Context: an optimization exercise on an open-source flow, tuned for small area. The choices shown serve that exercise and are no tape-out recipe.
Function was checked by simulation only, so behaviour that the tests miss may differ from the original.
Power is estimated from default activity; no workload was simulated.

## ll_sc_reader_writer_lock_engine
module ll_sc_reader_writer_lock_engine (
  input  logic         clk_i,
  input  logic         rst_ni,
  input  logic         in_valid_i,
  output logic         in_ready_o,
  input  logic [132:0] in_data_i,
  output logic         out_valid_o,
  input  logic         out_ready_i,
  output logic [182:0] out_data_o,
  input  logic         cfg_valid_i,
  output logic         cfg_ready_o,
  input  logic [1:0]   cfg_index_i,
  input  logic [63:0]  cfg_data_i
);
Size in the first run: ~3800 cells after synthesis, about 1400 flip-flops, ~390 I/O pins, roughly 0.058 mm^2 of cells after synthesis.
==> flow/config.mk <==
export PLATFORM = sky130hd
export DESIGN_NAME = ll_sc_reader_writer_lock_engine
export DESIGN_NICKNAME = ll_sc_reader_writer_lock_engine
export VERILOG_FILES = /design/flow/design.v
export SDC_FILE = /design/flow/constraint.sdc
export NUM_CORES = 4
export LEC_CHECK = 0
export CAP_MARGIN = 20
export CORE_MARGIN = 2
export CORE_UTILIZATION = 55
export SETUP_SLACK_MARGIN = 0.2
export SLEW_MARGIN = 20
==> flow/constraint.sdc <==
create_clock -name core_clock -period 6.5 [get_ports {clk_i}]
set_input_delay 1.3000 -clock core_clock [delete_from_list [all_inputs] [get_ports {clk_i}]]
set_output_delay 1.3000 -clock core_clock [all_outputs]
set_load 0.01 [all_outputs]
standard.sh (not shown) runs the stock make flow with config.mk's settings and CLKGATE_MAP_FILE= SYNTH_SCRIPT=/design/flow/synth_recipe.tcl, a recipe that flattens the netlist after the stock synthesis.
==> flow/flow/run.sh <==
#!/bin/bash
# The standard layout (standard.sh) with two changes: every input and output port gets the
# smallest buffer (buf_1) in place of the delay cell buffer_ports picks by default, and clock
# tree synthesis clusters up to 24 flip-flops within 60 um per leaf buffer and adds no dummy
# loads. The make output goes to standard_flow.log; each tool's log is under orfs/logs/.
set -euo pipefail
export BUFFER_PORTS_ARGS="-buffer_cell sky130_fd_sc_hd__buf_1"
export CTS_ARGS="-sink_clustering_enable -repair_clock_nets -dont_use_dummy_load -sink_clustering_size 24 -sink_clustering_max_diameter 60"
bash standard.sh > standard_flow.log 2>&1
Then changed:
Settings changed: CORE_UTILIZATION 55 to 35.
Outcome: The changed run went through all stages and came out clean; setup slack improves by 0.072 ns; utilization falls by 22 points; routed wire length came out higher by 2.5%; die area climbs by 56%.

---

Starting RTL as in the previous note.
clock: 6.5 ns
lec_check: 0
cap_margin: 20
core_margin: 2
core_utilization: 55
setup_slack_margin: 0.2
slew_margin: 20
==> flow/flow/run.sh <==
#!/bin/bash
# The standard layout (standard.sh) with two changes: every input and output port gets the
# smallest buffer (buf_1) in place of the delay cell buffer_ports picks by default, and clock
# tree synthesis builds the tree from clkbuf_8 cells, clusters up to 16 flip-flops within
# 45 um per leaf buffer and adds no dummy loads. The make output goes to standard_flow.log;
# each tool's log is under orfs/logs/.
set -euo pipefail
export BUFFER_PORTS_ARGS="-buffer_cell sky130_fd_sc_hd__buf_1"
export CTS_ARGS="-sink_clustering_enable -repair_clock_nets -dont_use_dummy_load -sink_clustering_size 16 -sink_clustering_max_diameter 45 -buf_list sky130_fd_sc_hd__clkbuf_8"
bash standard.sh > standard_flow.log 2>&1
Then changed:
==> flow/flow/run.sh (replaced) <==
#!/bin/bash
# The standard layout (standard.sh) with two changes: every input and output port gets the
# smallest buffer (buf_1) in place of the delay cell buffer_ports picks by default, and clock
# tree synthesis clusters up to 24 flip-flops within 60 um per leaf buffer and adds no dummy
# loads. The make output goes to standard_flow.log; each tool's log is under orfs/logs/.
set -euo pipefail
export BUFFER_PORTS_ARGS="-buffer_cell sky130_fd_sc_hd__buf_1"
export CTS_ARGS="-sink_clustering_enable -repair_clock_nets -dont_use_dummy_load -sink_clustering_size 24 -sink_clustering_max_diameter 60"
bash standard.sh > standard_flow.log 2>&1
- CORE_UTILIZATION: 55 -> 70
Outcome: The new run finished with timing, DRC and antenna clean. Sequential cell count stays the same. Setup slack gets better by 150 ps. Utilization went up by 16 points. Non-clock buffer count went down by 53. Routed wire length shrinks by 8.9%. Cell area decreases by 1.1%. Final cell count falls by 7.5%. Combinational power fell by 5.7%. Hold slack improved by 92 ps. Power decreases by 0.31%. Maximum frequency came out higher by 2.4%.

==> port drivers added, routing unchanged <==
In the flow no input, the clock included, has a driving cell. The finished layouts below were timed again as built, in two steps.
Step 1, drivers: a clkbuf_16 drives clk_i and a buf_2 each remaining input, both assumed.
Step 2, shift: input delay + t, output delay - t, t = (earliest + latest rising clock arrival at the registers) / 2. This alone moves slack from input paths to output paths.
Slacks: ideal ports / drivers / drivers and shift; pairs: ideal ports / drivers.
run | shift t [ns] | slack for setup (ns) | worst slew at a driven data input, ns
the first run of note 1 | 0.777 | 0.246 / 0.166 / 0.944 | 0.11
the second run of note 1 | 0.792 | 0.318 / 0.240 / 1.033 | 0.13
the first run of note 2 | 0.911 | 0.085 / 0.006 / 0.918 | 0.10
the second run of note 2 | 0.723 | 0.236 / 0.165 / 0.888 | 0.06
After both steps every run listed still meets setup and hold.
